What follows belongs to an exercise in optimizing a design on an open flow for small area; a production flow would make more cautious choices.
At most, simulation tests tie the RTL to the original design; equivalence was not proved.
No functional check of the RTL was part of runs 1 to 3 and 5.
No activity file was given, so power comes from the tool's default toggle rates.

**flow/config.mk**
```make
export PLATFORM = sky130hd
export DESIGN_NAME = noc_cmd_parser
export DESIGN_NICKNAME = noc_cmd_parser
export VERILOG_FILES = /design/flow/design.v
export SDC_FILE = /design/flow/constraint.sdc
export NUM_CORES = 4
export LEC_CHECK = 0
export CAP_MARGIN = 20
export CORE_MARGIN = 2
export CORE_UTILIZATION = 40
export SLEW_MARGIN = 20
```
**flow/constraint.sdc**
```tcl
create_clock -name core_clock -period 9.0 [get_ports {clk}]
set_input_delay 1.8000 -clock core_clock [delete_from_list [all_inputs] [get_ports {clk}]]
set_output_delay 1.8000 -clock core_clock [all_outputs]
set_load 0.01 [all_outputs]
```
**flow/run.sh**
```bash
#!/bin/bash
# synth_recipe.tcl (not shown) runs the flow's synth.tcl, then flattens the netlist and writes it again
# the make line also repeats each setting of config.mk as NAME=value (left out here)
make -C /OpenROAD-flow-scripts/flow DESIGN_CONFIG=/design/flow/config.mk WORK_HOME=/design/flow/orfs CLKGATE_MAP_FILE= SYNTH_SCRIPT=/design/flow/synth_recipe.tcl finish
```
**flow/design.v**
```verilog
package noc_sw_pkg;
    localparam logic [2:0] OP_RD = 3'b001;
    localparam logic [2:0] OP_WR = 3'b010;
    localparam logic [7:0] DEF_PERM_BASE = 8'h40;
    typedef enum logic [1:0] {
        IDLE,
        DEST,
        BODY,
        SKIP
    } parser_state_e;
    function automatic logic [7:0] frame_len(input logic [1:0] a_code,
                                             input logic [2:0] d_code,
                                             input logic       wr);
        logic [7:0] a;
        logic [7:0] d;
        a = 8'd1 << a_code;
        d = 8'd1 << d_code;
        if (wr) begin
            frame_len = a + d + 8'd3;
        end else begin
            frame_len = a + 8'd3;
        end
    endfunction
endpackage
module rewind_fifo #(
    parameter int DEPTH = 256,
    parameter int W     = 8
) (
    input  logic                      clk,
    input  logic                      i_we,
    input  logic [$clog2(DEPTH)-1:0]  i_waddr,
    input  logic [W-1:0]              i_wdata,
    input  logic [$clog2(DEPTH)-1:0]  i_raddr,
    output logic [W-1:0]              o_rdata
);
    logic [W-1:0] r_mem [DEPTH];
    always_ff @(posedge clk) begin
        if (i_we) begin
            r_mem[i_waddr] <= i_wdata;
        end
    end
    assign o_rdata = r_mem[i_raddr];
endmodule
module noc_cmd_parser #(
    parameter int         DEPTH     = 256,
    parameter int         FRAMES    = 8,
    parameter logic [7:0] PERM_BASE = noc_sw_pkg::DEF_PERM_BASE,
    parameter int         NUM_PORTS = 4
) (
    input  logic        clk,
    input  logic        reset_n,
    input  logic        noc_to_dev_ctl,
    input  logic [7:0]  noc_to_dev_data,
    output logic        out_valid,
    input  logic        out_ready,
    output logic [8:0]  out_word,
    output logic [1:0]  out_port,
    output logic        out_sop,
    output logic        out_eop,
    output logic        drop_pulse
);
    localparam int AW = $clog2(DEPTH);
    localparam int FW = $clog2(FRAMES);
    noc_sw_pkg::parser_state_e r_state;
    noc_sw_pkg::parser_state_e w_state_nxt;
    logic [7:0]    r_cnt;
    logic [7:0]    w_cnt_nxt;
    logic [5:0]    r_hdr;       
    logic          r_drop;
    logic [AW:0]   r_wr;        
    logic [AW:0]   w_wr_nxt;
    logic [AW:0]   r_cm;        
    logic [AW:0]   r_rd;        
    logic [AW:0]   w_used;
    logic [FW:0]   r_nfr;       
    logic          w_we;
    logic [7:0]    w_wdata;
    logic          w_commit;
    logic          w_drop;
    logic          w_hdr;
    logic          w_in_frame;
    logic          w_op_ok;
    logic          w_room;
    logic          w_dest_ok;
    logic [1:0]    w_dest_idx;
    logic [7:0]    w_len;
    logic [AW+1:0] w_need;
    logic [7:0]    w_rdata;
    logic          w_empty;
    logic          w_load;
    logic          w_dpop;
    logic          w_is_hdr;
    logic [7:0]    r_orem;
    logic [7:0]    w_olen;
    logic          r_sop;
    assign w_hdr      = noc_to_dev_ctl && (noc_to_dev_data != 8'h00);
    assign w_in_frame = (r_state == noc_sw_pkg::DEST) || (r_state == noc_sw_pkg::BODY);
    assign w_op_ok    = (noc_to_dev_data[2:0] == noc_sw_pkg::OP_RD) ||
                        (noc_to_dev_data[2:0] == noc_sw_pkg::OP_WR);
    assign w_len      = noc_sw_pkg::frame_len(noc_to_dev_data[7:6],
                                              noc_to_dev_data[5:3],
                                              noc_to_dev_data[1]);
    assign w_used     = r_cm - r_rd;
    assign w_need     = (AW+2)'(w_used) + (AW+2)'(w_len);
    assign w_room     = (w_need <= (AW+2)'(DEPTH)) && !r_nfr[FW];
    assign w_dest_ok  = ({1'b0, noc_to_dev_data} >= {1'b0, PERM_BASE}) &&
                        ({1'b0, noc_to_dev_data} <
                         {1'b0, PERM_BASE} + 9'(NUM_PORTS));
    assign w_dest_idx = noc_to_dev_data[1:0] - PERM_BASE[1:0];
    always_ff @(posedge clk or negedge reset_n) begin
        if (!reset_n) begin
            r_state <= noc_sw_pkg::IDLE;
            r_drop  <= 1'b0;
        end else begin
            r_state <= w_state_nxt;
            r_drop  <= w_drop;
        end
    end
    always_ff @(posedge clk) begin
        r_cnt <= w_cnt_nxt;
        r_wr  <= w_wr_nxt;
        r_hdr <= {noc_to_dev_data[7:3], noc_to_dev_data[1]};
    end
    always_comb begin
        w_state_nxt = r_state;
        w_cnt_nxt   = r_cnt;
        w_wr_nxt    = r_wr;
        w_we        = 1'b0;
        w_wdata     = noc_to_dev_data;
        w_commit    = 1'b0;
        w_drop      = 1'b0;
        if (w_in_frame && noc_to_dev_ctl) begin
            w_drop      = 1'b1;
            w_state_nxt = noc_sw_pkg::IDLE;
        end
        if (w_hdr) begin
            if (!w_op_ok) begin
                w_drop      = 1'b1;
                w_state_nxt = noc_sw_pkg::SKIP;
            end else if (!w_room) begin
                w_drop      = 1'b1;
                w_state_nxt = noc_sw_pkg::IDLE;
            end else begin
                w_cnt_nxt   = w_len - 8'd1;
                w_wr_nxt    = r_cm;
                w_state_nxt = noc_sw_pkg::DEST;
            end
        end else if (!noc_to_dev_ctl) begin
            case (r_state)
                noc_sw_pkg::DEST: begin
                    if (w_dest_ok) begin
                        w_we        = 1'b1;
                        w_wdata     = {r_hdr, w_dest_idx};
                        w_cnt_nxt   = r_cnt - 8'd1;
                        w_wr_nxt    = r_wr + (AW+1)'(2);
                        w_state_nxt = noc_sw_pkg::BODY;
                    end else begin
                        w_drop      = 1'b1;
                        w_state_nxt = noc_sw_pkg::SKIP;
                    end
                end
                noc_sw_pkg::BODY: begin
                    w_we      = 1'b1;
                    w_cnt_nxt = r_cnt - 8'd1;
                    w_wr_nxt  = r_wr + (AW+1)'(1);
                    if (r_cnt == 8'd1) begin
                        w_commit    = 1'b1;
                        w_state_nxt = noc_sw_pkg::IDLE;
                    end
                end
                default: ;
            endcase
        end
    end
    rewind_fifo #(
        .DEPTH (DEPTH),
        .W     (8)
    ) u_buf (
        .clk      (clk),
        .i_we     (w_we),
        .i_waddr  (r_wr[AW-1:0]),
        .i_wdata  (w_wdata),
        .i_raddr  (r_rd[AW-1:0]),
        .o_rdata  (w_rdata)
    );
    assign w_empty = (r_rd == r_cm);
    assign w_load  = (!out_valid || out_ready) && !w_empty;
    assign w_dpop  = out_valid && out_ready && out_eop;
    always_ff @(posedge clk or negedge reset_n) begin
        if (!reset_n) begin
            r_cm  <= '0;
            r_rd  <= '0;
            r_nfr <= '0;
        end else begin
            if (w_commit) begin
                r_cm <= r_wr + (AW+1)'(1);
            end
            if (w_load) begin
                r_rd <= r_rd + (AW+1)'(1);
            end
            if (w_commit && !w_dpop) begin
                r_nfr <= r_nfr + (FW+1)'(1);
            end else if (!w_commit && w_dpop) begin
                r_nfr <= r_nfr - (FW+1)'(1);
            end
        end
    end
    assign w_is_hdr = (r_orem == 8'd0);
    assign w_olen   = noc_sw_pkg::frame_len(w_rdata[7:6], w_rdata[5:3], w_rdata[2]);
    always_ff @(posedge clk or negedge reset_n) begin
        if (!reset_n) begin
            out_valid <= 1'b0;
            r_sop     <= 1'b0;
            out_eop   <= 1'b0;
            r_orem    <= '0;
        end else if (w_load) begin
            out_valid <= 1'b1;
            r_sop     <= w_is_hdr;
            if (w_is_hdr) begin
                out_eop <= 1'b0;
                r_orem  <= w_olen - 8'd1;
            end else begin
                out_eop <= (r_orem == 8'd1);
                r_orem  <= r_orem - 8'd1;
            end
        end else if (out_ready) begin
            out_valid <= 1'b0;
            r_sop     <= 1'b0;
            out_eop   <= 1'b0;
        end
    end
    always_ff @(posedge clk) begin
        if (w_load) begin
            if (w_is_hdr) begin
                out_word[7:0] <= {w_rdata[7:3], 1'b0, w_rdata[2], !w_rdata[2]};
                out_port      <= w_rdata[1:0];
            end else if (r_sop) begin
                out_word[7:0] <= PERM_BASE + 8'(out_port);
            end else begin
                out_word[7:0] <= w_rdata;
            end
        end
    end
    assign out_sop     = r_sop;
    assign out_word[8] = r_sop;
    assign drop_pulse  = r_drop;
endmodule
```
==> results of run 1 <==
## final cells by class
| cell class | count | area, µm² |
|---|---|---|
| Inverter | 51 | 196 |
| Antenna cell | 4 | 10.0 |
| Clock inverter | 137 | 1350 |
| Timing Repair Buffer | 147 | 1450 |
| Multi-Input combinational cell | 1733 | 19900 |
| Tap cell | 2805 | 3510 |
| Clock buffer | 244 | 5360 |
| Sequential cell | 2117 | 63300 |
| Fill cell | 17500 | 115000 |
## through the flow
| stage | hold WS (ps) | setup slack [ps] | instances |
|---|---|---|---|
| floorplan | 459 | 2120 | 4137 |
| global placement | 480 | 1540 | 6853 |
| detailed placement | 497 | 1560 | 6853 |
| CTS | 506 | 1750 | 7234 |
| global route | 535 | 1370 | 7234 |
| finish | 503 | 1710 | 7238 |
## cells in the mapped netlist, types with 11 or more instances
library cell and instances:
edfxtp_1 2075, mux4_2 545, nor2_1 319, nand2_1 128, clkbuf_1 99, mux2i_1 98, a21oi_1 85, buf_2 63
ha_1 51, a22oi_1 50, inv_1 48, o21ai_0 44, xnor2_1 39, dfrtp_1 36, buf_4 31, nand3_1 30
nor3_1 27, nor2b_1 26, buf_6 24, a21o_1 21, xor2_1 21, a221oi_1 19, o22ai_1 19, nand2b_1 17
a211oi_1 15, a22o_1 11
## report_power, final
part | internal, mW | total (mW) | switching [mW]
Clock | 4.87 | 8.63 | 3.76
Combinational | 3.85 | 9.48 | 5.62
Sequential | 11.0 | 11.3 | 0.297
Total | 19.7 | 29.4 | 9.68
## layer usage
layer  vias to the layer above  part of all wire
met5                         -           0.00080
met4                         2             0.030
met3                       315             0.089
met2                      2070              0.47
met1                     22800              0.41
li1                      17300                 -
## flip-flops by register name, indices dropped and copies added (netlist names)
| signal | count |
|---|---|
| u_buf.r_mem | 2048 |
| r_cm | 9 |
| r_rd | 9 |
| r_wr | 9 |
| out_word | 8 |
| r_cnt | 8 |
| r_orem | 8 |
| r_hdr | 6 |
| r_nfr | 4 |
| out_port | 2 |
| r_state | 2 |
| out_eop | 1 |
| out_valid | 1 |
| r_drop | 1 |
| r_sop | 1 |
## worst register-to-register path: stages (launching register included)
cell and delay (ps):
dfrtp_4 990, buf_12 480, mux4_2 680, mux4_2 560, nand2b_1 180, a2111oi_1 900, nor3_1 90, a21oi_1 710
inv_1 150, nand2_1 130, ha_1 130, inv_1 40, ha_1 200, fa_1 450, xor2_1 210, nor3b_1 310
nor2b_1 220, nor2b_1 260, nand3b_1 150, a21oi_1 80, o21ai_1 180, a21oi_1 80
## logic make-up (layout without fill, tap and decap cells)
kind of cell | after synthesis | count (layout) | synth area share
mux | 651 | 651 | 0.158
compound gates | 343 | 343 | 0.0278
simple gates | 622 | 622 | 0.0327
other cells | 0 | 4 | 0
fa+ha+maj | 56 | 56 | 0.00872
buf+inv | 287 | 579 | 0.0186
xor+xnor | 61 | 61 | 0.00647
flops | 2117 | 2117 | 0.748
## final timing paths
| path | from | cells after the start | endpoint | slack [ps] |
|---|---|---|---|---|
| max in group asynchronous | reset_n | 1 | r_rd[0]$_DFFE_PN0P_ | 7310 |
| worst min register to register | r_orem[3]$_DFFE_PN0P_ | 1 | r_orem[3]$_DFFE_PN0P_ | 500 |
| min in group asynchronous | reset_n | 1 | r_drop$_DFF_PN0_ | 1050 |
| worst max register to register | r_rd[0]$_DFFE_PN0P_ | 21 | r_orem[6]$_DFFE_PN0P_ | 1710 |
| worst min-delay path | r_orem[3]$_DFFE_PN0P_ | 1 | r_orem[3]$_DFFE_PN0P_ | 500 |
| worst max-delay path | r_rd[0]$_DFFE_PN0P_ | 21 | r_orem[6]$_DFFE_PN0P_ | 1710 |
==> metrics.md, run 1 <==
| Metric | Value |
|---|---|
| GP Congestion | 0.837 |
| Post-CTS setup buffer count | 0 |
| Final core utilization | 0.453 |
| Vias | 42,500 |
| Core Area | 210,000 µm² |
| Leakage | 29.6 nW |
| Share of layout cells above drive strength 1 | 0.229 |
| CP startpoint kind | flop |
| CP max stage delay | 990 ps |
| Die width | 464 µm |
| Area Growth Syn to Fin | 12.3% |
| Most common cell after layout, fill and taps aside | edfxtp_1 |
| Number of placement rows | 168 |
| Tmin final | 7290 ps |
| Hold Path Class | flop to flop |
| Cts bufs inserted | 208 |
| Final Hold Fails | 0 |
| Worst-Margin Slew | 1260 ps |
| Register area share after synthesis | 0.748 |
| Most used DFF post-synth | edfxtp_1 |
| CTS tree | built |
| Critical-path maximum fanout | 56 |
| Crit. End Element | flop |
| Die footprint | 215,000 µm² |
| Met2 Use GR | 0.320 |
| Met3 Use GR | 0.0419 |
| Netlist cell types | 79 |
| GRT busiest layer | met2 |
| Nets | 4,326 |
| RSZ-0062 raised after global routing | no |
| Headroom to the max-slew limit | 0.161 |
| Vias in the first global route | 41,900 |
| Post-synth top area cell | edfxtp_1 |
| Remaining DRCs | 0 |
| Grt total ovfl | 0 |
| First-pass GRT wire length | 320 mm |
| Area after DPL | 88,400 µm² |
| Max-cap violations | 0 |
| CTS H-Tree Depth | 4 |
| DP HPWL | 136 mm |
| Asr flop ratio synth | 0.0170 |
| Most frequent cells in the layout | 2,075 x edfxtp_1, 545 x mux4_2, 317 x nor2_1 |
| Finish-stage setup viols | 0 |
| Root Buffer | clkbuf_16 |
| Crit share post-route | 0.810 |
| Post-CTS resize count | 0 |
| DRT iter0 DRCs | 5,539 |
| Leading post-synthesis cells by cell area | edfxtp_1 74%, mux4_2 14%, nor2_1 1.4%, mux2i_1 1.2%, dfrtp_1 1.1% |
| Worst-path clk slew | 60 ps |
| Worst Path Required | 9730 ps |
| Yosys top cell area share | 0.736 |
| Flops & latches, synth | 2,117 |
| CTS Buffer Depth | 3 |
| Slowest CP cell | dfrtp_4 |
| Drt total wl | 225 mm |
| GR Util All Layers | 0.207 |
| Boundary Pins | 27 |
| Max VDD drop | 0.296 mV |
| Power density over the cells | 309 nW/µm² |
| Fmax | 0.137 GHz |
| Post-synthesis cell count | 4,137 |
| Number of flops mapped to enable cells by yosys | 2,075 |
| Final ANT Viol Nets | 0 |
| Final setup TNS | 0 ps |
| Cts hold-fix bufs | 0 |
| Initial core utilization | 0.403 |
| Initial antenna violation count | 4 |
| Setup Skew | 35.8 ps |
| Critical path class | flop to flop |
| Mean Syn Cell Area | 20.5 µm² |
| Die Ht | 464 µm |
| WP buf/inv | 3 |
| Worst path cell trace | buf_12 -> mux4_2 -> mux4_2 -> nand2b_1 -> a2111oi_1 -> nor3_1 -> a21oi_1 -> inv_1 -> nand2_1 -> ha_1 -> inv_1 -> ha_1 -> fa_1 -> xor2_1 -> nor3b_1 -> nor2b_1 -> nor2b_1 -> nand3b_1 -> a21oi_1 -> o21ai_1 -> a21oi_1 |
| Critical path's most frequent cell | a21oi_1 |
| Post-route cell area | 95,100 µm² |
| Critical path arrival | 8020 ps |
| Drt pass-1 iters | 7 |
| Top cell family by delay on the critical path | compound AO/OA/AOI/OAI gates |
| Vias per cell | 5.88 |
| Mapped cell area | 84,700 µm² |
| Pwr Total | 29.4 mW |
| M1 GR Usage | 0.297 |
| Status | no timing/DRC/antenna violations |
| Synthesis Warnings | 3 |
| I/O Buffers | 26 |
| Worst-Skew Late Latency | 860 ps |
| Pin count of the biggest net entering global routing | 177 |
| Sink Count | 2,117 |
| DR WL/cell | 31.1 µm |
| Pins Over Slew Limit | 0 |
==> run 2, diff against run 1 <==
--- a/flow/design.v
+++ b/flow/design.v
@@ -34,5 +34,9 @@
     output logic [W-1:0]              o_rdata
 );
-    logic [W-1:0] r_mem [DEPTH];
+    localparam int AW = $clog2(DEPTH);
+    localparam int NG = (DEPTH + 2) / 3;
+    logic [W-1:0]      r_mem [DEPTH];
+    logic [3*NG-1:0]   w_rsel;
+    logic [NG-1:0]     w_grp_n [W];
     always_ff @(posedge clk) begin
         if (i_we) begin
@@ -40,5 +44,35 @@
         end
     end
-    assign o_rdata = r_mem[i_raddr];
+    always_comb begin
+        w_rsel = '0;
+        for (int i = 0; i < DEPTH; i++) begin
+            w_rsel[i] = (i_raddr == AW'(i));
+        end
+    end
+    for (genvar b = 0; b < W; b++) begin : g_bit
+        for (genvar g = 0; g < NG; g++) begin : g_grp
+            rewind_fifo_aoi u_aoi (
+                .a0 (r_mem[3*g][b]),
+                .s0 (w_rsel[3*g]),
+                .a1 ((3*g+1 < DEPTH) ? r_mem[(3*g+1) % DEPTH][b] : 1'b0),
+                .s1 (w_rsel[3*g+1]),
+                .a2 ((3*g+2 < DEPTH) ? r_mem[(3*g+2) % DEPTH][b] : 1'b0),
+                .s2 (w_rsel[3*g+2]),
+                .y_n(w_grp_n[b][g])
+            );
+        end
+        assign o_rdata[b] = !(&w_grp_n[b]);
+    end
+endmodule
+module rewind_fifo_aoi (
+    input  logic a0,
+    input  logic s0,
+    input  logic a1,
+    input  logic s1,
+    input  logic a2,
+    input  logic s2,
+    output logic y_n
+);
+    assign y_n = !((a0 && s0) || (a1 && s1) || (a2 && s2));
 endmodule
 module noc_cmd_parser #(
--- a/flow/config.mk
+++ b/flow/config.mk
@@ -10,2 +10,3 @@
 export CORE_UTILIZATION = 40
 export SLEW_MARGIN = 20
+export SYNTH_HIERARCHICAL = 1
==> run 2 against run 1 <==
Net effect: synthesized cell count up 1.8%; worst setup slack worse by 380 ps; register-to-register slack worse by 380 ps; sequential share of layout area up 4.8 points; critical path type unchanged; fmax down 5.0%; highest routed layer unchanged; clock skew up 4.1 ps; largest cell class unchanged; die area down 8.1%.
==> metrics.md, run 2 <==
| Metric | Value |
|---|---|
| Vias in the first global route | 43,900 (was 41,900) |
| M1 GR Usage | 0.308 (was 0.297) |
| Number of placement rows | 161 (was 168) |
| Power density over the cells | 254 nW/µm² (was 309 nW/µm²) |
| Most frequent cells after synthesis | 2,075 x edfxtp_1, 688 x a222oi_1, 563 x nor2_1 (was 2,075 x edfxtp_1, 545 x mux4_2, 319 x nor2_1) |
| Max VDD drop | 0.259 mV (was 0.296 mV) |
| Final Hold Fails | 0 (unchanged) |
| RSZ-0062 raised after global routing | no (unchanged) |
| Leakage | 27.4 nW (was 29.6 nW) |
| Die footprint | 198,000 µm² (was 215,000 µm²) |
| Mux cell area share after synthesis | 0.00242 (was 0.158) |
| GR Util All Layers | 0.221 (was 0.207) |
| Post-Layout Cell Count | 7,186 (was 7,238) |
| Drt total wl | 224 mm (was 225 mm) |
| Adder-Cell Fraction of Synth Area | 0.00902 (was 0.00872) |
| Top-count cell post-synth | edfxtp_1 (unchanged) |
| Cts hold-fix bufs | 0 (unchanged) |
| CTS tree | built (unchanged) |
| Number of flops mapped to enable cells by yosys | 2,075 (unchanged) |
| Final ANT Viol Nets | 0 (unchanged) |
| Met2 Use GR | 0.334 (was 0.320) |
| Synthesis Warnings | 10 (was 3) |
| Hold Path Class | flop to flop (unchanged) |
| Nets | 4,546 (was 4,326) |
| Core Area | 193,000 µm² (was 210,000 µm²) |
| I/O Buffers | 26 (unchanged) |
| GP Congestion | 0.930 (was 0.837) |
| Finish-stage setup viols | 0 (unchanged) |
| Worst-Skew Late Latency | 850 ps (was 860 ps) |
| Root Buffer | clkbuf_16 (unchanged) |
| CP startpoint kind | flop (unchanged) |
| Leading post-synthesis cells by cell area | edfxtp_1 80%, a222oi_1 8.9%, nor2_1 2.7%, nand4_1 1.5%, dfrtp_1 1.2% (was edfxtp_1 74%, mux4_2 14%, nor2_1 1.4%, mux2i_1 1.2%, dfrtp_1 1.1%) |
| Headroom to the max-slew limit | 0.162 (was 0.161) |
| Top reg by flops | u_buf.r_mem (unchanged) |
| Critical-path maximum fanout | 11 (was 56) |
| Largest family of logic cells by synthesized area | compound AO/OA/AOI/OAI gates (was multiplexers) |
| CTS Buffer Depth | 3 (unchanged) |
| Status | no timing/DRC/antenna violations (unchanged) |
| Worst-Margin Slew | 1250 ps (was 1260 ps) |
| Post-synthesis cell count | 4,210 (was 4,137) |
| Worst Path Required | 9730 ps (about the same) |
| Share of layout cells above drive strength 1 | 0.0944 (was 0.229) |
| Tmin final | 7670 ps (was 7290 ps) |
| Post-CTS setup buffer count | 0 (unchanged) |
| Post-CTS resize count | 0 (unchanged) |
| Pins Over Slew Limit | 0 (unchanged) |
| Sink Count | 2,117 (unchanged) |
| Die Ht | 445 µm (was 464 µm) |
| Grt total ovfl | 0 (unchanged) |
| Most common cell after layout, fill and taps aside | edfxtp_1 (unchanged) |
| Mean Syn Cell Area | 18.5 µm² (was 20.5 µm²) |
| Critical path class | flop to flop (unchanged) |
| DP HPWL | 141 mm (was 136 mm) |
| Area Growth Syn to Fin | 14.1% (was 12.3%) |
| Cts bufs inserted | 205 (was 208) |
| Worst-path clk slew | 60 ps (about the same) |
| Fill count | 16,100 (was 17,500) |
| DRT iter0 DRCs | 9,427 (was 5,539) |
| DR WL/cell | 31.2 µm (was 31.1 µm) |
| Final setup TNS | 0 ps (unchanged) |
| Fmax | 0.130 GHz (was 0.137 GHz) |
| Register area share after synthesis | 0.815 (was 0.748) |
| Boundary Pins | 27 (unchanged) |
| First-pass GRT wire length | 318 mm (was 320 mm) |
| Mapped cell area | 77,700 µm² (was 84,700 µm²) |
| Initial core utilization | 0.403 (about the same) |
| Pin count of the biggest net entering global routing | 199 (was 177) |
| Crit. End Element | flop (unchanged) |
| Setup Skew | 39.9 ps (was 35.8 ps) |
| Dpl cells | 6,799 (was 6,853) |
| Yosys top cell area share | 0.802 (was 0.736) |
| Asr flop ratio synth | 0.0170 (unchanged) |
| Initial antenna violation count | 11 (was 4) |
| Most frequent cells in the layout | 2,075 x edfxtp_1, 688 x a222oi_1, 561 x nor2_1 (was 2,075 x edfxtp_1, 545 x mux4_2, 317 x nor2_1) |
| Critical path arrival | 8400 ps (was 8020 ps) |
| Netlist cell types | 59 (was 79) |
| Crit share post-route | 0.853 (was 0.810) |
| Die width | 445 µm (was 464 µm) |
| Synth Area in Compound Gates | 0.0975 (was 0.0278) |
| Flops & latches, synth | 2,117 (unchanged) |
| Vias | 45,800 (was 42,500) |
| Met3 Use GR | 0.0540 (was 0.0419) |
| GRT busiest layer | met2 (unchanged) |
| Remaining DRCs | 0 (unchanged) |
| CTS H-Tree Depth | 4 (unchanged) |
| Drt pass-1 iters | 14 (was 7) |
| Post-synth top area cell | edfxtp_1 (unchanged) |
| Max FFs per register | 2,048 (unchanged) |
| Most used DFF post-synth | edfxtp_1 (unchanged) |
| Post-synthesis simple-gate area fraction | 0.0622 (was 0.0327) |
| Vias per cell | 6.38 (was 5.88) |
| Xor/xnor share of the synthesized area | 0.00718 (was 0.00647) |
| Max-cap violations | 0 (unchanged) |
[run 2: worst max-delay path, stage by stage (launching register included)]
cell and delay (ps):
dfrtp_1 620, nor2b_1 210, nand2_1 800, buf_4 420, nor2_1 230, a222oi_1 620
nand4_1 400, nor4_1 590, nand4_1 330, or4_1 810, or3_1 420, ha_1 280
inv_1 50, ha_1 220, fa_1 400, a21o_1 170, a21oi_1 160, xnor2_1 110
o21a_1 210, nor3_1 230, xor2_1 180, a21oi_1 90
[run 2: path summary, 6_finish.rpt]
kind                       slack, ps  cells after the start                    end            startpoint
max                             1330                     21  r_orem[7]$_DFFE_PN0P_   r_rd[1]$_DFFE_PN0P_
min                              500                      1   r_nfr[3]$_DFFE_PN0P_  r_nfr[3]$_DFFE_PN0P_
min reg2reg                      500                      1   r_nfr[3]$_DFFE_PN0P_  r_nfr[3]$_DFFE_PN0P_
max in group asynchronous       7300                      1    r_rd[4]$_DFFE_PN0P_               reset_n
min in group asynchronous       1080                      1  r_orem[7]$_DFFE_PN0P_               reset_n
max reg2reg                     1330                     21  r_orem[7]$_DFFE_PN0P_   r_rd[1]$_DFFE_PN0P_
[run 2: layout make-up]
cell class | count | area, µm² | area share
antenna | 8 | 20.0 | 0.000226
clock buffer | 237 | 5310 | 0.0599
clock inverter | 141 | 1520 | 0.0171
inverter | 43 | 161 | 0.00182
multi-input combinational | 1995 | 14100 | 0.159
sequential | 2117 | 63300 | 0.714
tap | 2526 | 3160 | 0.0356
timing repair buffer | 119 | 1070 | 0.0120
[run 2: report_power, final]
| part | leakage [nW] | switching, mW | internal [mW] | total (mW) |
|---|---|---|---|---|
| combinational | 4.89 | 1.91 | 0.829 | 2.74 |
| clock | 3.33 | 3.73 | 4.96 | 8.69 |
| sequential | 19.1 | 0.130 | 10.9 | 11.1 |
[run 2: stage by stage]
stage / utilization / total power, mW / area, µm² / hold slack (ps) / worst slack [ps]
floorplan: - / 12.7 / 77800 / 456 / 2300
global placement: 0.424 / 14.0 / 81800 / 473 / 1510
detailed placement: 0.424 / 14.0 / 81800 / 484 / 1630
CTS: 0.460 / 22.6 / 88600 / 498 / 1650
global route: 0.460 / 23.1 / 88700 / 525 / 1220
finish: 0.460 / 22.5 / 88700 / 496 / 1330
[run 2: Yosys stat by module, one instance, submodules excluded, excerpt]
module           cells inside  flops+latches
noc_cmd_parser            548             69
rewind_fifo_aoi             1              0
[run 2: per-layer routing]
| metal | share of wire | wire, µm |
|---|---|---|
| met1 | 0.39 | 87200 |
| met2 | 0.45 | 102000 |
| met3 | 0.12 | 26100 |
| met4 | 0.040 | 8940 |
| met5 | 0.00027 | 60 |
[run 2: logic make-up (layout without fill, tap and decap cells)]
| group | Yosys count | count (layout) |
|---|---|---|
| DFF | 2117 | 2117 |
| muxes | 18 | 18 |
| and+or+nand+nor | 1035 | 1035 |
| buffers and inverters | 129 | 540 |
| AOI/OAI and AO/OA | 795 | 795 |
| other | 1 | 40 |
| xor gates and xnor gates | 62 | 62 |
| adders and majority gates | 53 | 53 |
==> run 3, diff against run 2 <==
--- a/flow/config.mk
+++ b/flow/config.mk
@@ -9,4 +9,6 @@
 export CORE_MARGIN = 2
 export CORE_UTILIZATION = 40
+export CTS_BUF_LIST = sky130_fd_sc_hd__clkbuf_8
+export CTS_CLUSTER_SIZE = 30
 export SLEW_MARGIN = 20
 export SYNTH_HIERARCHICAL = 1
==> run 3 against run 2 <==
Net effect: synthesized cell count stayed put; first-iteration DRC count down 1.1%; sequential share of layout area increased by 0.54 points; power fell by 4.6%; critical endpoint unchanged; clock-buffer cell count is 116 higher.
==> metrics.md, run 3 <==
| Metric | Value |
|---|---|
| Status | no timing/DRC/antenna violations (unchanged) |
| Core Area | 193,000 µm² (unchanged) |
| First-pass GRT wire length | 320 mm (was 318 mm) |
| Final ANT Viol Nets | 0 (unchanged) |
| Final setup TNS | 0 ps (unchanged) |
| Initial antenna violation count | 15 (was 11) |
| Fmax | 0.130 GHz (about the same) |
| Sink Count | 2,117 (unchanged) |
| GP Congestion | 0.930 (unchanged) |
| Netlist cell types | 59 (unchanged) |
| CTS H-Tree Depth | 5 (was 4) |
| Vias per cell | 6.29 (was 6.38) |
| Share of layout cells above drive strength 1 | 0.114 (was 0.0944) |
| Most frequent cells in the layout | 2,075 x edfxtp_1, 688 x a222oi_1, 561 x nor2_1 (unchanged) |
| Final Hold Fails | 0 (unchanged) |
| RSZ-0062 raised after global routing | no (unchanged) |
| Asr flop ratio synth | 0.0170 (unchanged) |
| Drt total wl | 226 mm (was 224 mm) |
| Flops & latches, synth | 2,117 (unchanged) |
| Tmin final | 7720 ps (was 7670 ps) |
| CTS tree | built (unchanged) |
| Boundary Pins | 27 (unchanged) |
| Most common cell after layout, fill and taps aside | edfxtp_1 (unchanged) |
| Register area share after synthesis | 0.815 (unchanged) |
| GR Util All Layers | 0.223 (was 0.221) |
| Leakage | 27.6 nW (was 27.4 nW) |
| Finish-stage setup viols | 0 (unchanged) |
| Max FFs per register | 2,048 (unchanged) |
| Number of placement rows | 161 (unchanged) |
| Headroom to the max-slew limit | 0.151 (was 0.162) |
| Power density over the cells | 244 nW/µm² (was 254 nW/µm²) |
| Worst-path clk slew | 60 ps (about the same) |
| Grt total ovfl | 0 (unchanged) |
| Root Buffer | clkbuf_8 (was clkbuf_16) |
| Setup Skew | 91.9 ps (was 39.9 ps) |
| Worst-Margin Slew | 1270 ps (was 1250 ps) |
| Top-count cell post-synth | edfxtp_1 (unchanged) |
| Most frequent cells after synthesis | 2,075 x edfxtp_1, 688 x a222oi_1, 563 x nor2_1 (unchanged) |
| Most used DFF post-synth | edfxtp_1 (unchanged) |
| Post-CTS resize count | 0 (unchanged) |
| Worst hold margin | 491 ps (was 496 ps) |
| Crit. End Element | flop (unchanged) |
| Top reg by flops | u_buf.r_mem (unchanged) |
| Mapped cell area | 77,700 µm² (unchanged) |
| Register area | 63,300 µm² (unchanged) |
| Multi-input logic area | 14,100 µm² (about the same) |
| Nets | 4,689 (was 4,546) |
| Critical path class | flop to flop (unchanged) |
| Vias | 46,600 (was 45,800) |
| Post-synthesis cell count | 4,210 (unchanged) |
| Cts bufs inserted | 347 (was 205) |
| Worst-Skew Late Latency | 1060 ps (was 850 ps) |
| Number of flops mapped to enable cells by yosys | 2,075 (unchanged) |
| Worst Path Required | 9860 ps (was 9730 ps) |
| Yosys top cell area share | 0.802 (unchanged) |
| Fill count | 16,400 (was 16,100) |
| Remaining DRCs | 0 (unchanged) |
| Crit share post-route | 0.858 (was 0.853) |
| Die Ht | 445 µm (unchanged) |
| DRT iter0 DRCs | 9,320 (was 9,427) |
| DP HPWL | 141 mm (unchanged) |
| Vias in the first global route | 45,000 (was 43,900) |
| Synthesis Warnings | 10 (unchanged) |
| Cts hold-fix bufs | 0 (unchanged) |
| Drt pass-1 iters | 12 (was 14) |
| I/O Buffers | 26 (unchanged) |
| Pin count of the biggest net entering global routing | 199 (unchanged) |
| Hold Path Class | flop to flop (unchanged) |
| Mean Syn Cell Area | 18.5 µm² (unchanged) |
| Critical path arrival | 8580 ps (was 8400 ps) |
| Pins Over Slew Limit | 0 (unchanged) |
| CP startpoint kind | flop (unchanged) |
| Area Growth Syn to Fin | 13.3% (was 14.1%) |
| Max-cap violations | 0 (unchanged) |
| Leading post-synthesis cells by cell area | edfxtp_1 80%, a222oi_1 8.9%, nor2_1 2.7%, nand4_1 1.5%, dfrtp_1 1.2% (unchanged) |
| Die width | 445 µm (unchanged) |
| Critical-path maximum fanout | 11 (unchanged) |
| CTS Buffer Depth | 4 (was 3) |
| Die footprint | 198,000 µm² (unchanged) |
| DR WL/cell | 30.6 µm (was 31.2 µm) |
| Post-synth top area cell | edfxtp_1 (unchanged) |
| Max VDD drop | 0.177 mV (was 0.259 mV) |
| Post-CTS setup buffer count | 0 (unchanged) |
| Initial core utilization | 0.403 (unchanged) |
-- run 3: cell type report --
cell class / instances / share of cell area
sequential: 2117 / 0.719
multi-input combinational: 1995 / 0.160
clock buffer: 353 / 0.0552
tap: 2526 / 0.0359
clock inverter: 243 / 0.0147
timing repair buffer: 120 / 0.0123
inverter: 43 / 0.00183
antenna: 11 / 0.000313
-- run 3: worst paths after layout --
path,depth (start not counted),from,endpoint,slack (ps)
max,21,r_rd[1]$_DFFE_PN0P_,r_orem[7]$_DFFE_PN0P_,1280
min,2,r_nfr[2]$_DFFE_PN0P_,r_nfr[2]$_DFFE_PN0P_,490
max reg2reg,21,r_rd[1]$_DFFE_PN0P_,r_orem[7]$_DFFE_PN0P_,1280
min reg2reg,2,r_nfr[2]$_DFFE_PN0P_,r_nfr[2]$_DFFE_PN0P_,490
max in group asynchronous,1,reset_n,r_cm[1]$_DFFE_PN0P_,7460
min in group asynchronous,1,reset_n,r_cm[0]$_DFFE_PN0P_,940
-- run 3: kinds of logic after synthesis --
kind of cell    Yosys count  share of synthesized area
compound gates          795                     0.0975
xor+xnor                 62                    0.00718
fa+ha+maj                53                    0.00902
buf+inv                 129                    0.00668
flops                  2117                      0.815
mux                      18                    0.00242
other cells               1                  0.0000483
simple gates           1035                     0.0622
-- run 3: report_power, final --
part	total, mW	leakage, nW	switching (mW)	internal, mW
registers	11.1	19.1	0.131	11.0
logic	2.75	4.89	1.92	0.829
clock network	7.64	3.54	3.70	3.94
-- run 3: worst max-delay path, stage by stage (launching register included) --
cell and delay (ps):
dfrtp_1 620, nor2b_1 210, nand2_1 790, buf_4 430
nor2_1 230, a222oi_1 620, nand4_1 400, nor4_1 590
nand4_1 340, or4_1 810, or3_1 420, ha_1 280
inv_1 50, ha_1 220, fa_1 400, a21o_1 170
a21oi_1 160, xnor2_1 110, o21a_1 210, nor3_1 230
xor2_1 180, a21oi_1 90
-- run 3: stage by stage --
stage	utilization	std cells	cell area [µm²]	worst slack [ps]	power (mW)
2_1_floorplan	-	4241	77800	2300	12.7
3_3_place_gp	0.424	6797	81800	1510	14.0
3_5_place_dp	0.424	6799	81800	1630	14.0
4_1_cts	0.456	7395	88000	1590	21.5
5_1_grt	0.457	7399	88000	1160	22.2
6_report	0.457	7408	88000	1280	21.5
-- run 3: Yosys stat by module (local to each module, per instance), excerpt --
module	flops+latches	cells inside	area [µm²]
rewind_fifo_aoi	0	1	10.0
noc_cmd_parser	69	548	5130
-- run 3: routing by layer --
metal  vias up  part of all wire  GRT usage
li1      19300                 -          -
met1     23700              0.39      0.305
met2      3139              0.46      0.338
met3       477              0.12     0.0582
met4         8             0.038     0.0936
met5         -           0.00020          0
==> run 4, diff against run 3 <==
--- a/flow/design.v
+++ b/flow/design.v
@@ -37,5 +37,5 @@
     localparam int NG = (DEPTH + 2) / 3;
     logic [W-1:0]      r_mem [DEPTH];
-    logic [3*NG-1:0]   w_rsel;
+    logic [DEPTH-1:0]  w_rsel;
     logic [NG-1:0]     w_grp_n [W];
     always_ff @(posedge clk) begin
@@ -45,5 +45,4 @@
     end
     always_comb begin
-        w_rsel = '0;
         for (int i = 0; i < DEPTH; i++) begin
             w_rsel[i] = (i_raddr == AW'(i));
@@ -52,13 +51,20 @@
     for (genvar b = 0; b < W; b++) begin : g_bit
         for (genvar g = 0; g < NG; g++) begin : g_grp
-            rewind_fifo_aoi u_aoi (
-                .a0 (r_mem[3*g][b]),
-                .s0 (w_rsel[3*g]),
-                .a1 ((3*g+1 < DEPTH) ? r_mem[(3*g+1) % DEPTH][b] : 1'b0),
-                .s1 (w_rsel[3*g+1]),
-                .a2 ((3*g+2 < DEPTH) ? r_mem[(3*g+2) % DEPTH][b] : 1'b0),
-                .s2 (w_rsel[3*g+2]),
-                .y_n(w_grp_n[b][g])
-            );
+            if (3*g+2 < DEPTH) begin : g_3
+                rewind_fifo_aoi u_aoi (
+                    .a0 (r_mem[3*g][b]),
+                    .s0 (w_rsel[3*g]),
+                    .a1 (r_mem[3*g+1][b]),
+                    .s1 (w_rsel[3*g+1]),
+                    .a2 (r_mem[3*g+2][b]),
+                    .s2 (w_rsel[3*g+2]),
+                    .y_n(w_grp_n[b][g])
+                );
+            end else if (3*g+1 < DEPTH) begin : g_2
+                assign w_grp_n[b][g] = !((r_mem[3*g][b] && w_rsel[3*g]) ||
+                                         (r_mem[3*g+1][b] && w_rsel[3*g+1]));
+            end else begin : g_1
+                assign w_grp_n[b][g] = !(r_mem[3*g][b] && w_rsel[3*g]);
+            end
         end
         assign o_rdata[b] = !(&w_grp_n[b]);
@@ -158,6 +164,6 @@
     always_comb begin
         w_state_nxt = r_state;
-        w_cnt_nxt   = r_cnt;
-        w_wr_nxt    = r_wr;
+        w_cnt_nxt   = r_cnt - 8'd1;
+        w_wr_nxt    = r_wr + ((r_state == noc_sw_pkg::DEST) ? (AW+1)'(2) : (AW+1)'(1));
         w_we        = 1'b0;
         w_wdata     = noc_to_dev_data;
@@ -186,6 +192,4 @@
                         w_we        = 1'b1;
                         w_wdata     = {r_hdr, w_dest_idx};
-                        w_cnt_nxt   = r_cnt - 8'd1;
-                        w_wr_nxt    = r_wr + (AW+1)'(2);
                         w_state_nxt = noc_sw_pkg::BODY;
                     end else begin
@@ -196,6 +200,4 @@
                 noc_sw_pkg::BODY: begin
                     w_we      = 1'b1;
-                    w_cnt_nxt = r_cnt - 8'd1;
-                    w_wr_nxt  = r_wr + (AW+1)'(1);
                     if (r_cnt == 8'd1) begin
                         w_commit    = 1'b1;
--- a/flow/config.mk
+++ b/flow/config.mk
@@ -8,7 +8,7 @@
 export CAP_MARGIN = 20
 export CORE_MARGIN = 2
-export CORE_UTILIZATION = 40
-export CTS_BUF_LIST = sky130_fd_sc_hd__clkbuf_8
-export CTS_CLUSTER_SIZE = 30
+export CORE_UTILIZATION = 60
+export CTS_CLUSTER_DIAMETER = 100
+export CTS_CLUSTER_SIZE = 25
 export SLEW_MARGIN = 20
 export SYNTH_HIERARCHICAL = 1
==> run 4 against run 3 <==
Net effect: sequential share of layout area rose by 4.3 points; via count fell by 5.3%; largest cell class unchanged; final cell count fell by 19%; utilization rose by 19 points; area after synthesis fell by 0.21%; die area fell by 33%; largest power group unchanged.
==> metrics.md, run 4 <==
| Metric | Value |
|---|---|
| Status | no timing/DRC/antenna violations (unchanged) |
| Max VDD drop | 0.243 mV (was 0.177 mV) |
| Area Growth Syn to Fin | 6.76% (was 13.3%) |
| Fill count | 8,812 (was 16,400) |
| Final core utilization | 0.648 (was 0.457) |
| Critical-path maximum fanout | 11 (unchanged) |
| Most common cell after layout, fill and taps aside | edfxtp_1 (unchanged) |
| GR Util All Layers | 0.319 (was 0.223) |
| Worst-path clk slew | 100 ps (was 60 ps) |
| Sink Count | 2,117 (unchanged) |
| GP Congestion | 0.904 (was 0.930) |
| Most frequent cells in the layout | 2,058 x edfxtp_1, 680 x a222oi_1, 542 x nor2_1 (was 2,075 x edfxtp_1, 688 x a222oi_1, 561 x nor2_1) |
| Setup ws final | 2090 ps (was 1280 ps) |
| Number of placement rows | 131 (was 161) |
| CTS tree | built (unchanged) |
| Pin count of the biggest net entering global routing | 192 (was 199) |
| Cts bufs inserted | 94 (was 347) |
| Critical path arrival | 7550 ps (was 8580 ps) |
| Final ANT Viol Nets | 0 (unchanged) |
| Finish-stage setup viols | 0 (unchanged) |
| Yosys top cell area share | 0.797 (was 0.802) |
| Max-cap violations | 0 (unchanged) |
| Crit. End Element | flop (unchanged) |
| First-pass GRT wire length | 299 mm (was 320 mm) |
| Crit share post-route | 0.768 (was 0.858) |
| Critical path class | flop to flop (unchanged) |
| Die Ht | 364 µm (was 445 µm) |
| Top-count cell post-synth | edfxtp_1 (unchanged) |
| Die width | 364 µm (was 445 µm) |
| Mean Syn Cell Area | 18.5 µm² (about the same) |
| Synthesis Warnings | 11 (was 10) |
| Share of layout cells above drive strength 1 | 0.0534 (was 0.114) |
| Post-synth top area cell | edfxtp_1 (unchanged) |
| Cts hold-fix bufs | 0 (unchanged) |
| Setup Skew | 28.8 ps (was 91.9 ps) |
| Number of flops mapped to enable cells by yosys | 2,058 (was 2,075) |
| Fmax | 0.145 GHz (was 0.130 GHz) |
| Max FFs per register | 2,048 (unchanged) |
| Pins Over Slew Limit | 0 (unchanged) |
| Worst path cell trace | nor2_1 -> nand3_2 -> buf_4 -> nor2_1 -> a222oi_1 -> nand4_1 -> nor4_1 -> and3_1 -> nand4_1 -> nand2b_1 -> ha_1 -> inv_1 -> ha_1 -> fa_1 -> a21o_1 -> a21oi_1 -> xor2_1 -> nand2_1 -> xor2_1 -> a22oi_1 -> o22a_1 (was nor2b_1 -> nand2_1 -> buf_4 -> nor2_1 -> a222oi_1 -> nand4_1 -> nor4_1 -> nand4_1 -> or4_1 -> or3_1 -> ha_1 -> inv_1 -> ha_1 -> fa_1 -> a21o_1 -> a21oi_1 -> xnor2_1 -> o21a_1 -> nor3_1 -> xor2_1 -> a21oi_1) |
| Slowest CP cell | nor4_1 (was or4_1) |
| Most used DFF post-synth | edfxtp_1 (unchanged) |
| Final Hold Fails | 0 (unchanged) |
| Post-synthesis cell count | 4,186 (was 4,210) |
| Flops & latches, synth | 2,117 (unchanged) |
| Worst-Margin Slew | 1210 ps (was 1270 ps) |
| Vias | 44,100 (was 46,600) |
| Remaining DRCs | 0 (unchanged) |
| DRT iter0 DRCs | 9,291 (was 9,320) |
| Initial core utilization | 0.607 (was 0.403) |
| Worst Path Required | 9640 ps (was 9860 ps) |
| Headroom to the max-slew limit | 0.187 (was 0.151) |
| Netlist cell types | 63 (was 59) |
| Nets | 4,367 (was 4,689) |
| CTS Buffer Depth | 3 (was 4) |
| Die footprint | 132,000 µm² (was 198,000 µm²) |
| Leakage | 25.1 nW (was 27.6 nW) |
| Final setup TNS | 0 ps (unchanged) |
| Vias in the first global route | 41,300 (was 45,000) |
| Root Buffer | clkbuf_16 (was clkbuf_8) |
| Boundary Pins | 27 (unchanged) |
| RSZ-0062 raised after global routing | no (unchanged) |
| Reg2reg setup slack | 2090 ps (was 1280 ps) |
| Tmin final | 6910 ps (was 7720 ps) |
| Post-CTS resize count | 0 (unchanged) |
| DP HPWL | 133 mm (was 141 mm) |
| Vias per cell | 7.36 (was 6.29) |
| Initial antenna violation count | 4 (was 15) |
| CP max stage delay | 860 ps (was 810 ps) |
| Grt total ovfl | 0 (unchanged) |
| Leading post-synthesis cells by cell area | edfxtp_1 80%, a222oi_1 8.8%, nor2_1 2.6%, nand4_1 1.4%, dfrtp_1 1.2% (was edfxtp_1 80%, a222oi_1 8.9%, nor2_1 2.7%, nand4_1 1.5%, dfrtp_1 1.2%) |
| DR WL/cell | 35.4 µm (was 30.6 µm) |
| I/O Buffers | 26 (unchanged) |
| Asr flop ratio synth | 0.0170 (unchanged) |
| Mapped cell area | 77,600 µm² (was 77,700 µm²) |
| Core Area | 128,000 µm² (was 193,000 µm²) |
| Drt total wl | 212 mm (was 226 mm) |
| Hold Path Class | flop to flop (unchanged) |
| Top reg by flops | u_buf.r_mem (unchanged) |
| Pre-CTS WS | 1830 ps (was 1630 ps) |
| Drt pass-1 iters | 14 (was 12) |
| Most frequent cells after synthesis | 2,058 x edfxtp_1, 680 x a222oi_1, 543 x nor2_1 (was 2,075 x edfxtp_1, 688 x a222oi_1, 563 x nor2_1) |
| Power density over the cells | 239 nW/µm² (was 244 nW/µm²) |
| CTS H-Tree Depth | 3 (was 5) |
| Post-CTS setup buffer count | 0 (unchanged) |
| Worst-Skew Late Latency | 750 ps (was 1060 ps) |
| Post-Layout Cell Count | 5,987 (was 7,408) |
| CP startpoint kind | flop (unchanged) |
| Register area share after synthesis | 0.814 (was 0.815) |
| Dpl cells | 5,865 (was 6,799) |
-- run 4: critical path, delay by kind of cell (launching register included) --
| kind | cells | cell delay, ps |
|---|---|---|
| compound gates | 5 | 1220 |
| xor+xnor | 2 | 330 |
| fa+ha+maj | 3 | 910 |
| buf+inv | 2 | 400 |
| flops | 1 | 610 |
| simple gates | 9 | 3330 |
-- run 4: cells by family after synthesis --
logic type      Yosys count  share of synthesized area
flops                  2117                      0.814
simple gates           1015                     0.0612
compound gates          787                     0.0969
buf+inv                 127                    0.00763
xor+xnor                 60                    0.00697
fa+ha+maj                55                    0.00945
mux                      25                    0.00339
-- run 4: report_power, final --
part	switching, mW	internal [mW]	total, mW
Sequential	0.199	11.0	11.2
Clock	2.86	1.97	4.82
Combinational	2.57	1.26	3.84
-- run 4: layer usage --
| layer | wire (µm) | track usage | part of all wire | vias to the layer above |
|---|---|---|---|---|
| li1 | - | - | - | 18400 |
| met1 | 84100 | 0.476 | 0.40 | 22600 |
| met2 | 96900 | 0.481 | 0.46 | 2759 |
| met3 | 21500 | 0.0494 | 0.10 | 366 |
| met4 | 9620 | 0.125 | 0.045 | 0 |
| met5 | 0 | 0 | 0 | - |
-- run 4: layout make-up --
cell class / count / area [µm²] / area share
Antenna cell: 1 / 2.50 / 0.0000302
Clock buffer: 115 / 2490 / 0.0301
Clock inverter: 5 / 53.8 / 0.000650
Inverter: 46 / 173 / 0.00209
Multi-Input combinational cell: 1942 / 13900 / 0.168
Sequential cell: 2117 / 63200 / 0.763
Tap cell: 1662 / 2080 / 0.0251
Timing Repair Buffer: 99 / 921 / 0.0111
-- run 4: worst paths after layout --
check | from | end | depth (start not counted)
setup reg to reg | r_rd[2]$_DFFE_PN0P_ | r_orem[5]$_DFFE_PN0P_ | 21
hold / removal | r_cnt[0]$_DFF_P_ | r_cnt[0]$_DFF_P_ | 1
max in group asynchronous | reset_n | r_rd[8]$_DFFE_PN0P_ | 1
setup / recovery | r_rd[2]$_DFFE_PN0P_ | r_orem[5]$_DFFE_PN0P_ | 21
hold reg to reg | r_cnt[0]$_DFF_P_ | r_cnt[0]$_DFF_P_ | 1
min in group asynchronous | reset_n | r_sop$_DFFE_PN0P_ | 1
-- run 4: metrics by stage --
| step | cell area, µm² | power, mW | hold slack, ps |
|---|---|---|---|
| floorplan | 77600 | 13.6 | 442 |
| global placement | 80200 | 15.1 | 482 |
| detailed placement | 80200 | 15.1 | 485 |
| CTS | 82800 | 19.7 | 517 |
| global route | 82800 | 20.4 | 529 |
| finish | 82800 | 19.8 | 514 |
-- run 4: modules after synthesis, one instance, submodules excluded, excerpt --
module	area [µm²]	copies in the design	cells
noc_cmd_parser	4950	1	533
rewind_fifo_aoi	10.0	680	1
==> run 5, diff against run 4 <==
--- a/flow/design.v
+++ b/flow/design.v
@@ -22,8 +22,18 @@
         end
     endfunction
+    function automatic logic [7:0] frame_len_m1(input logic [1:0] a_code,
+                                                input logic [2:0] d_code,
+                                                input logic       wr);
+        logic [7:0] a;
+        logic [7:0] d;
+        a = 8'd1 << a_code;
+        d = wr ? (8'd1 << d_code) : 8'd0;
+        frame_len_m1 = a + d + 8'd2;
+    endfunction
 endpackage
 module rewind_fifo #(
     parameter int DEPTH = 256,
-    parameter int W     = 8
+    parameter int W     = 8,
+    parameter int NB    = 4
 ) (
     input  logic                      clk,
@@ -35,8 +45,11 @@
 );
     localparam int AW = $clog2(DEPTH);
-    localparam int NG = (DEPTH + 2) / 3;
+    localparam int BD = DEPTH / NB;           
+    localparam int BW = $clog2(BD);
+    localparam int NG = (BD + 2) / 3;         
     logic [W-1:0]      r_mem [DEPTH];
-    logic [DEPTH-1:0]  w_rsel;
-    logic [NG-1:0]     w_grp_n [W];
+    logic [BD-1:0]     w_rsel;
+    logic [NG-1:0]     w_grp_n [NB][W];
+    logic [W-1:0]      w_bank [NB];
     always_ff @(posedge clk) begin
         if (i_we) begin
@@ -45,28 +58,35 @@
     end
     always_comb begin
-        for (int i = 0; i < DEPTH; i++) begin
-            w_rsel[i] = (i_raddr == AW'(i));
-        end
-    end
-    for (genvar b = 0; b < W; b++) begin : g_bit
-        for (genvar g = 0; g < NG; g++) begin : g_grp
-            if (3*g+2 < DEPTH) begin : g_3
-                rewind_fifo_aoi u_aoi (
-                    .a0 (r_mem[3*g][b]),
-                    .s0 (w_rsel[3*g]),
-                    .a1 (r_mem[3*g+1][b]),
-                    .s1 (w_rsel[3*g+1]),
-                    .a2 (r_mem[3*g+2][b]),
-                    .s2 (w_rsel[3*g+2]),
-                    .y_n(w_grp_n[b][g])
-                );
-            end else if (3*g+1 < DEPTH) begin : g_2
-                assign w_grp_n[b][g] = !((r_mem[3*g][b] && w_rsel[3*g]) ||
-                                         (r_mem[3*g+1][b] && w_rsel[3*g+1]));
-            end else begin : g_1
-                assign w_grp_n[b][g] = !(r_mem[3*g][b] && w_rsel[3*g]);
-            end
-        end
-        assign o_rdata[b] = !(&w_grp_n[b]);
+        for (int i = 0; i < BD; i++) begin
+            w_rsel[i] = (i_raddr[BW-1:0] == BW'(i));
+        end
+    end
+    for (genvar k = 0; k < NB; k++) begin : g_bank
+        for (genvar b = 0; b < W; b++) begin : g_bit
+            for (genvar g = 0; g < NG; g++) begin : g_grp
+                if (3*g+2 < BD) begin : g_3
+                    rewind_fifo_aoi u_aoi (
+                        .a0 (r_mem[k*BD+3*g][b]),
+                        .s0 (w_rsel[3*g]),
+                        .a1 (r_mem[k*BD+3*g+1][b]),
+                        .s1 (w_rsel[3*g+1]),
+                        .a2 (r_mem[k*BD+3*g+2][b]),
+                        .s2 (w_rsel[3*g+2]),
+                        .y_n(w_grp_n[k][b][g])
+                    );
+                end else if (3*g+1 < BD) begin : g_2
+                    assign w_grp_n[k][b][g] = !((r_mem[k*BD+3*g][b] && w_rsel[3*g]) ||
+                                                (r_mem[k*BD+3*g+1][b] && w_rsel[3*g+1]));
+                end else begin : g_1
+                    assign w_grp_n[k][b][g] = !(r_mem[k*BD+3*g][b] && w_rsel[3*g]);
+                end
+            end
+            assign w_bank[k][b] = !(&w_grp_n[k][b]);
+        end
+    end
+    if (NB == 1) begin : g_one
+        assign o_rdata = w_bank[0];
+    end else begin : g_sel
+        assign o_rdata = w_bank[i_raddr[AW-1:BW]];
     end
 endmodule
@@ -125,4 +145,5 @@
     logic [1:0]    w_dest_idx;
     logic [7:0]    w_len;
+    logic [7:0]    w_len_m1;
     logic [AW+1:0] w_need;
     logic [7:0]    w_rdata;
@@ -132,5 +153,5 @@
     logic          w_is_hdr;
     logic [7:0]    r_orem;
-    logic [7:0]    w_olen;
+    logic [7:0]    w_olen_m1;
     logic          r_sop;
     assign w_hdr      = noc_to_dev_ctl && (noc_to_dev_data != 8'h00);
@@ -141,4 +162,7 @@
                                               noc_to_dev_data[5:3],
                                               noc_to_dev_data[1]);
+    assign w_len_m1   = noc_sw_pkg::frame_len_m1(noc_to_dev_data[7:6],
+                                                 noc_to_dev_data[5:3],
+                                                 noc_to_dev_data[1]);
     assign w_used     = r_cm - r_rd;
     assign w_need     = (AW+2)'(w_used) + (AW+2)'(w_len);
@@ -182,5 +206,5 @@
                 w_state_nxt = noc_sw_pkg::IDLE;
             end else begin
-                w_cnt_nxt   = w_len - 8'd1;
+                w_cnt_nxt   = w_len_m1;
                 w_wr_nxt    = r_cm;
                 w_state_nxt = noc_sw_pkg::DEST;
@@ -230,5 +254,5 @@
         end else begin
             if (w_commit) begin
-                r_cm <= r_wr + (AW+1)'(1);
+                r_cm <= w_wr_nxt;    
             end
             if (w_load) begin
@@ -243,5 +267,5 @@
     end
     assign w_is_hdr = (r_orem == 8'd0);
-    assign w_olen   = noc_sw_pkg::frame_len(w_rdata[7:6], w_rdata[5:3], w_rdata[2]);
+    assign w_olen_m1 = noc_sw_pkg::frame_len_m1(w_rdata[7:6], w_rdata[5:3], w_rdata[2]);
     always_ff @(posedge clk or negedge reset_n) begin
         if (!reset_n) begin
@@ -255,5 +279,5 @@
             if (w_is_hdr) begin
                 out_eop <= 1'b0;
-                r_orem  <= w_olen - 8'd1;
+                r_orem  <= w_olen_m1;
             end else begin
                 out_eop <= (r_orem == 8'd1);
==> run 5 against run 4 <==
Net effect: flip-flop and latch count is the same; via count shrank 0.32%; register-to-register slack lost 620 ps; final cell count shrank 2.3%; critical endpoint unchanged.
==> metrics.md, run 5 <==
| Metric | Value |
|---|---|
| WP buf/inv | 3 (was 2) |
| Pins Over Slew Limit | 0 (unchanged) |
| Yosys top cell area share | 0.804 (was 0.797) |
| Internal | 14.3 mW (was 14.2 mW) |
| Worst-Margin Slew | 1370 ps (was 1210 ps) |
| Worst-path clk slew | 110 ps (was 100 ps) |
| Slowest CP cell | nor2_2 (was nor4_1) |
| Net Sw Frac | 0.308 (was 0.284) |
| Top reg by flops | u_buf.r_mem (unchanged) |
| Max FFs per register | 2,048 (unchanged) |
| Initial antenna violation count | 23 (was 4) |
| Root Buffer | clkbuf_16 (unchanged) |
| Final setup TNS | 0 ps (unchanged) |
| Most frequent cells in the layout | 2,058 x edfxtp_1, 672 x a222oi_1, 296 x nor2_1 (was 2,058 x edfxtp_1, 680 x a222oi_1, 542 x nor2_1) |
| First-pass GRT wire length | 312 mm (was 299 mm) |
| Register area share after synthesis | 0.822 (was 0.814) |
| GP Congestion | 0.917 (was 0.904) |
| Max VDD drop | 0.226 mV (was 0.243 mV) |
| Boundary Pins | 27 (unchanged) |
| Final ANT Viol Nets | 0 (unchanged) |
| Drt total wl | 224 mm (was 212 mm) |
| Worst Path Required | 9610 ps (was 9640 ps) |
| Finish-stage setup viols | 0 (unchanged) |
| Power density over the cells | 250 nW/µm² (was 239 nW/µm²) |
| Worst-Skew Late Latency | 770 ps (was 750 ps) |
| Asr flop ratio synth | 0.0170 (unchanged) |
| Sink Count | 2,117 (unchanged) |
| Post-route cell area | 82,800 µm² (about the same) |
| Cts hold-fix bufs | 0 (unchanged) |
| Status | no timing/DRC/antenna violations (unchanged) |
| Crit share post-route | 0.837 (was 0.768) |
| Critical-path maximum fanout | 18 (was 11) |
| Leading post-synthesis cells by cell area | edfxtp_1 80%, a222oi_1 8.8%, nor2_1 1.8%, nand4_1 1.2%, dfrtp_1 1.2% (was edfxtp_1 80%, a222oi_1 8.8%, nor2_1 2.6%, nand4_1 1.4%, dfrtp_1 1.2%) |
| Max-cap violations | 0 (unchanged) |
| Synthesis Warnings | 13 (was 11) |
| Fmax | 0.133 GHz (was 0.145 GHz) |
| Die footprint | 131,000 µm² (was 132,000 µm²) |
| Critical path arrival | 8140 ps (was 7550 ps) |
| GR Util All Layers | 0.339 (was 0.319) |
| CTS tree | built (unchanged) |
| Net Switching | 6.38 mW (was 5.63 mW) |
| Vias per cell | 7.52 (was 7.36) |
| Worst hold margin | 515 ps (was 514 ps) |
| CTS H-Tree Depth | 3 (unchanged) |
| Number of flops mapped to enable cells by yosys | 2,058 (unchanged) |
| Crit. End Element | flop (unchanged) |
| Worst path cell trace | nor2b_1 -> nand3_1 -> nor2_2 -> a222oi_1 -> nand4_1 -> nor4_1 -> buf_4 -> a31oi_1 -> a2bb2oi_1 -> nor2b_1 -> nor3b_1 -> ha_1 -> ha_1 -> inv_1 -> fa_1 -> inv_1 -> a21o_1 -> a21oi_1 -> xor2_1 -> o21ai_0 -> a21oi_1 (was nor2_1 -> nand3_2 -> buf_4 -> nor2_1 -> a222oi_1 -> nand4_1 -> nor4_1 -> and3_1 -> nand4_1 -> nand2b_1 -> ha_1 -> inv_1 -> ha_1 -> fa_1 -> a21o_1 -> a21oi_1 -> xor2_1 -> nand2_1 -> xor2_1 -> a22oi_1 -> o22a_1) |
| Critical path depth in cells | 21 (unchanged) |
| Dpl cells | 5,727 (was 5,865) |
| Grt total ovfl | 0 (unchanged) |
| RSZ-0062 raised after global routing | no (unchanged) |
| Hold Path Class | flop to flop (unchanged) |
| Die Ht | 362 µm (was 364 µm) |
| Clock power share | 0.235 (was 0.243) |
| Top-count cell post-synth | edfxtp_1 (unchanged) |
| I/O Buffers | 26 (unchanged) |
| Setup Skew | 29.9 ps (was 28.8 ps) |
| Sequential Power Share | 0.538 (was 0.563) |
| Tmin final | 7530 ps (was 6910 ps) |
| Pin count of the biggest net entering global routing | 200 (was 192) |
| CP max stage delay | 1120 ps (was 860 ps) |
| Leakage | 25.5 nW (was 25.1 nW) |
| Post-Layout Cell Count | 5,848 (was 5,987) |
| Area after DPL | 80,200 µm² (about the same) |
| Most frequent cells after synthesis | 2,058 x edfxtp_1, 672 x a222oi_1, 359 x nor2_1 (was 2,058 x edfxtp_1, 680 x a222oi_1, 543 x nor2_1) |
| Netlist cell types | 68 (was 63) |
| Critical path class | flop to flop (unchanged) |
| Post-CTS setup buffer count | 0 (unchanged) |
| CP startpoint kind | flop (unchanged) |
| Initial core utilization | 0.603 (was 0.607) |
| Post-CTS resize count | 0 (unchanged) |
| Hold Path Stages | 1 (unchanged) |
| Die width | 362 µm (was 364 µm) |
| Headroom to the max-slew limit | 0.0824 (was 0.187) |
| CTS Buffer Depth | 3 (unchanged) |
| Nets | 4,235 (was 4,367) |
| Post-synthesis cell count | 3,979 (was 4,186) |
| Mean Syn Cell Area | 19.3 µm² (was 18.5 µm²) |
| Vias in the first global route | 41,800 (was 41,300) |
| DRT iter0 DRCs | 9,675 (was 9,291) |
| Drt pass-1 iters | 15 (was 14) |
| Post-synth top area cell | edfxtp_1 (unchanged) |
| Most used DFF post-synth | edfxtp_1 (unchanged) |
| Register-to-Register Path Depth | 21 (unchanged) |
| Logic pwr share | 0.228 (was 0.194) |
| Vias | 43,900 (was 44,100) |
| Final core utilization | 0.650 (was 0.648) |
| Cts bufs inserted | 95 (was 94) |
| Mapped cell area | 76,800 µm² (was 77,600 µm²) |
| Flops & latches, synth | 2,117 (unchanged) |
| Most common cell after layout, fill and taps aside | edfxtp_1 (unchanged) |
| Share of layout cells above drive strength 1 | 0.0854 (was 0.0534) |
| DR WL/cell | 38.3 µm (was 35.4 µm) |
| Number of placement rows | 131 (unchanged) |
| Core Area | 127,000 µm² (was 128,000 µm²) |
| Area Growth Syn to Fin | 7.81% (was 6.76%) |
| Final Hold Fails | 0 (unchanged) |
| Top cell family by delay on the critical path | simple AND/OR/NAND/NOR gates (unchanged) |
| Remaining DRCs | 0 (unchanged) |
| DP HPWL | 144 mm (was 133 mm) |
-- run 5: cell count changes after synthesis, sizes merged, moves of 29 or more --
cell	delta
nor4	-34
nand3	+40
nor2	-189
buf	-51
nand4	-29
clkbuf	+36
-- run 5: final timing paths --
| path | to | slack [ps] | startpoint |
|---|---|---|---|
| max in group asynchronous | r_cm[3]$_DFFE_PN0P_ | 7270 | reset_n |
| worst min-delay path | r_nfr[3]$_DFFE_PN0P_ | 510 | r_nfr[3]$_DFFE_PN0P_ |
| worst max register to register | r_orem[5]$_DFFE_PN0P_ | 1470 | r_rd[2]$_DFFE_PN0P_ |
| min in group asynchronous | r_cm[0]$_DFFE_PN0P_ | 1170 | reset_n |
| worst min register to register | r_nfr[3]$_DFFE_PN0P_ | 510 | r_nfr[3]$_DFFE_PN0P_ |
| worst max-delay path | r_orem[5]$_DFFE_PN0P_ | 1470 | r_rd[2]$_DFFE_PN0P_ |
-- run 5: cell families after synthesis --
kind of cell | after synthesis | synth area share
flops | 2117 | 0.822
simple gates | 796 | 0.0502
fa+ha+maj | 60 | 0.0105
xor+xnor | 46 | 0.00542
mux | 31 | 0.00453
compound gates | 810 | 0.101
buf+inv | 119 | 0.00640
-- run 5: area by class of cell --
type,count,area (µm²)
clock inverters,8,123
repair buffers,153,1300
multi-input cells,1743,13500
inverters,53,199
clock buffers,106,2460
fillers,8559,44500
flip-flops and latches,2117,63200
well taps,1662,2080
diodes,6,15.0
-- run 5: metal layers --
metal	global-route usage	share of wire	vias up
li1	-	-	17900
met1	0.478	0.37	22600
met2	0.519	0.46	3078
met3	0.0851	0.13	423
met4	0.128	0.041	20
met5	0	0.00062	-
-- run 5: power by group through the flow --
stage                     logic [mW]  clock network [mW]  registers [mW]
after floorplan                 2.33                   0            11.3
after global placement          4.46                   0            11.3
after detailed placement        4.52                   0            11.3
after CTS                       4.53                4.90            11.1
after global routing            4.82                5.21            11.1
final                           4.71                4.86            11.1
-- run 5: per-module statistics from Yosys, one instance, submodules excluded, excerpt --
module	flip-flops and latches	cells inside	area [µm²]	times used
noc_cmd_parser	69	501	4810	1
rewind_fifo_aoi	0	1	10.0	672
-- run 5: stage by stage --
stage | worst slack, ps | total power [mW]
after floorplan | 2120 | 13.6
after global placement | 1990 | 15.8
after detailed placement | 1960 | 15.9
after CTS | 1910 | 20.6
after global routing | 1360 | 21.2
final | 1470 | 20.7

separate check: timing with driven ports:
How much do the figures lean on ideal ports? The routed layouts below were timed once more, with nothing changed but the port constraints.
Step 1: set_driving_cell puts a clkbuf_16 on clk and a buf_2 on each other input, an assumption about the parent block.
Step 2 moves the port delays by t, midway between the first and last clock arrival at a register: inputs arrive t later, outputs are due t later. That takes back most of the time a late clock gives input paths.
Three values: ideal, step 1, step 2; two values: the first two.
| run | t (ns) | setup WS [ns] | latest minus earliest clock arrival (ns) | slew at the worst register clock pin (ns) |
|---|---|---|---|---|
| run 1 | 0.952 | 1.708 / 1.708 / 1.466 | 0.050 / 0.050 | 0.07 / 0.07 |
| run 2 | 0.918 | 1.327 / 1.327 / 1.327 | 0.048 / 0.048 | 0.07 / 0.07 |
| run 3 | 1.079 | 1.281 / 1.281 / 1.281 | 0.126 / 0.126 | 0.07 / 0.07 |
| run 4 | 0.816 | 2.088 / 2.088 / 1.777 | 0.036 / 0.036 | 0.10 / 0.10 |
| run 5 | 0.825 | 1.468 / 1.468 / 1.468 | 0.035 / 0.035 | 0.11 / 0.11 |
After both steps setup and hold are still met in every run listed. For run 4, which loses most, drivers alone change the setup slack by 0.000 ns; drivers and shift together by -0.311 ns.
